This design comes from an exercise in tuning for small area, a short achievable clock period and few clock cycles per item on the open sky130 flow, not from production work.
At most, simulation tests tie the RTL to the original design; equivalence was not proved.

==> flow/design.v (excerpt) <==
module bch (
	input  logic        i_clk,
	input  logic        i_arst_n,
	input  logic        i_set,
	input  logic [63:0] i_data,
	output logic        o_ready,
	output logic        o_finish,
	output logic [9:0]  o_data
);
For scale: ~1800 cells after synthesis, ~79 I/O pins, ~0.013 mm2 of cells after synthesis.
clock: 6.5 ns
lec_check: 0
abc_area: 1
cap_margin: 20
core_margin: 2
core_utilization: 40
setup_slack_margin: 3.8
slew_margin: 20
standard.sh (not shown) runs the stock make flow with config.mk's settings and CLKGATE_MAP_FILE= SYNTH_SCRIPT=/design/flow/synth_recipe.tcl, a recipe that flattens the netlist after the stock synthesis.
==> flow/flow/run.sh <==
#!/bin/bash
# Standard layout, but the port buffers are sky130_fd_sc_hd__buf_2 instead of the delay
# buffer buffer_ports picks by default. Everything else is the standard flow's own flow (standard.sh).
set -euo pipefail
bash standard.sh "BUFFER_PORTS_ARGS=-buffer_cell sky130_fd_sc_hd__buf_2" finish > standard.log 2>&1
Testbench counts at the start, summed over its fixed seeds: cycles 3,193, items 192.
Edit:
CTS_BUF_LIST = sky130_fd_sc_hd__clkbuf_4 sky130_fd_sc_hd__clkbuf_8   (was unset)
CTS_CLUSTER_SIZE = 30   (was unset)
SETUP_SLACK_MARGIN = 3.85   (was 3.8)
- The new run finished clean
- wire length came out higher by 2.5%
- worst hold slack is better by 0.0092 ns
- maximum frequency rises by 0.45%
- critical path depth came out higher by 7
- synthesized cell count is unchanged
- sequential share of layout area shrinks by 0.24 points
Edit:
CTS_BUF_LIST = unset   (was sky130_fd_sc_hd__clkbuf_4 sky130_fd_sc_hd__clkbuf_8)
CTS_CLUSTER_SIZE = unset   (was 30)
SETUP_SLACK_MARGIN = 3.95   (was 3.85)
- The changed run went through all stages and came out clean
- first-iteration DRC count goes up by a quarter to a third
- worst setup slack got worse by 0.033 ns
- count of clock-buffer cells in the layout goes up by 1
- global-route usage goes up by 0.30 points
- wire length goes up by a few percent
- via count goes up by a few percent
- synthesized area stays the same
- sequential share of layout area goes down by 1.7 points
- flip-flop and latch count stays the same
Edit:
CORE_UTILIZATION = 50   (was 40)
CTS_BUF_LIST = sky130_fd_sc_hd__clkbuf_4 sky130_fd_sc_hd__clkbuf_8   (was unset)
CTS_CLUSTER_SIZE = 30   (was unset)
SETUP_SLACK_MARGIN = 3.8   (was 3.95)
Result:
- The new run ran to the end with no violations
- final cell count shrinks by 5.2%
- via count decreases by 4.8%
- area after synthesis stays the same
- worst hold slack stays flat
- sequential cell count does not change
- global-route usage is higher by 5.4 points
- sequential share of layout area came out higher by 2.1 points
- utilization increases by 6.6 points


Another version of the RTL of bch (not shown whole).
For scale: about 1500 cells after synthesis, ~100 flip-flops, ~79 I/O pins, ~0.013 mm² of cells after synthesis.
// bch
module bch (
	input  logic        i_clk,
	input  logic        i_arst_n,
	input  logic        i_set,
	input  logic [63:0] i_data,
	output logic        o_ready,
	output logic        o_finish,
	output logic [9:0]  o_data
);
==> flow/config.mk <==
export PLATFORM = sky130hd
export DESIGN_NAME = bch
export DESIGN_NICKNAME = bch
export VERILOG_FILES = /design/flow/design.v
export SDC_FILE = /design/flow/constraint.sdc
export NUM_CORES = 4
export LEC_CHECK = 0
export ABC_CLOCK_PERIOD_IN_PS = 3000
export CAP_MARGIN = 20
export CORE_MARGIN = 2
export CORE_UTILIZATION = 40
export SETUP_SLACK_MARGIN = 3.0
export SLEW_MARGIN = 20
==> flow/constraint.sdc <==
create_clock -name core_clock -period 6.5 [get_ports {i_clk}]
set_input_delay 1.3000 -clock core_clock [delete_from_list [all_inputs] [get_ports {i_clk}]]
set_output_delay 1.3000 -clock core_clock [all_outputs]
set_load 0.01 [all_outputs]
run.sh (not shown) runs the stock make flow with config.mk's settings and CLKGATE_MAP_FILE= SYNTH_SCRIPT=/design/flow/synth_recipe.tcl, a recipe that flattens the netlist after the stock synthesis.
Stock flow here: none of the scripts above is used.
==> next run, changes <==
ABC_AREA = 1   (was not set)
ABC_CLOCK_PERIOD_IN_PS = not set   (was 3000)
SETUP_SLACK_MARGIN = not set   (was 3.0)
The changed run finished clean.
Maximum frequency decreases by 15%.
Via count increases by 12%.
Cell count increases by 18%.
Synthesized cell count increases by 29%.
Final area decreases by 8.4%.
Count of clock-buffer cells in the layout increases by 1.
Clock skew increases by 0.0078 ns.
Function was not checked in any run of this note: the RTL went through the layout flow alone.


RTL: one of the versions met above, not the one the previous note started from.
Size in the first run: roughly 1800 cells after synthesis.
==> flow/config.mk <==
export PLATFORM = sky130hd
export DESIGN_NAME = bch
export DESIGN_NICKNAME = bch
export VERILOG_FILES = /design/flow/design.v
export SDC_FILE = /design/flow/constraint.sdc
export NUM_CORES = 4
export LEC_CHECK = 0
export ABC_AREA = 1
export CAP_MARGIN = 20
export CORE_MARGIN = 2
export CORE_UTILIZATION = 40
export CTS_BUF_LIST = sky130_fd_sc_hd__clkbuf_4 sky130_fd_sc_hd__clkbuf_8
export CTS_CLUSTER_SIZE = 30
export SETUP_SLACK_MARGIN = 3.75
export SLEW_MARGIN = 20
==> flow/constraint.sdc <==
create_clock -name core_clock -period 6.5 [get_ports {i_clk}]
set_input_delay 1.3000 -clock core_clock [delete_from_list [all_inputs] [get_ports {i_clk}]]
set_output_delay 1.3000 -clock core_clock [all_outputs]
set_load 0.01 [all_outputs]
standard.sh (not shown) runs the stock make flow with config.mk's settings and CLKGATE_MAP_FILE= SYNTH_SCRIPT=/design/flow/synth_recipe.tcl, a recipe that flattens the netlist after the stock synthesis.
Scripts as last shown in full above: flow/flow/run.sh
The baseline went through all stages and came out clean.
Testbench counts at the start, summed over its fixed seeds: cycles 3,193, items 192.
==> next run, changes <==
CTS_BUF_LIST = default   (was sky130_fd_sc_hd__clkbuf_4 sky130_fd_sc_hd__clkbuf_8)
CTS_CLUSTER_SIZE = default   (was 30)
SETUP_SLACK_MARGIN = 3.7   (was 3.75)
Outcome: Wire length went down by a few percent. Via count goes down slightly. First-iteration DRC count goes up by about a fifth. Worst setup slack is better by 0.0063 ns. Synthesized cell count does not change. Non-clock buffer count went down by 14. Cell area drops slightly. Area after synthesis does not change. Register-to-register slack got worse by 0.06 ns. Global-route usage drops by 0.44 points.

separate check: timing with driven ports:
How much do the figures lean on ideal ports? The routed layouts below were timed once more, with nothing changed but the port constraints.
Step 1 sets driving cells, clkbuf_16 on the clock port and buf_2 on the other inputs (assumed; they add their load-dependent delay and slew).
Step 2, shift: input delay + t, output delay - t, t = (earliest + latest rising clock arrival at the registers) / 2. This alone moves slack from input paths to output paths.
Slacks: ideal / step 1 / step 2; pairs: ideal / step 1.
run	t (ns)	slack for setup (ns)	worst data-port slew with drivers (ns)
the first run of note 1	0.456	3.824 / 3.843 / 3.390	0.04
the second run of note 1	0.472	3.836 / 3.836 / 3.381	0.05
the third run of note 1	0.458	3.803 / 3.803 / 3.399	0.06
the fourth run of note 1	0.492	3.805 / 3.809 / 3.338	0.03
the first run of note 2	0.402	2.755 / 2.755 / 2.707	0.03
the second run of note 2	0.410	2.107 / 2.107 / 2.107	0.04
the first run of note 3	0.476	3.727 / 3.740 / 3.264	0.05
the second run of note 3	0.453	3.733 / 3.749 / 3.296	0.04
After both steps setup and hold are still met in every run listed. For the fourth run of note 1, which loses most, drivers alone change the setup slack by +0.004 ns; drivers and shift together by -0.467 ns.
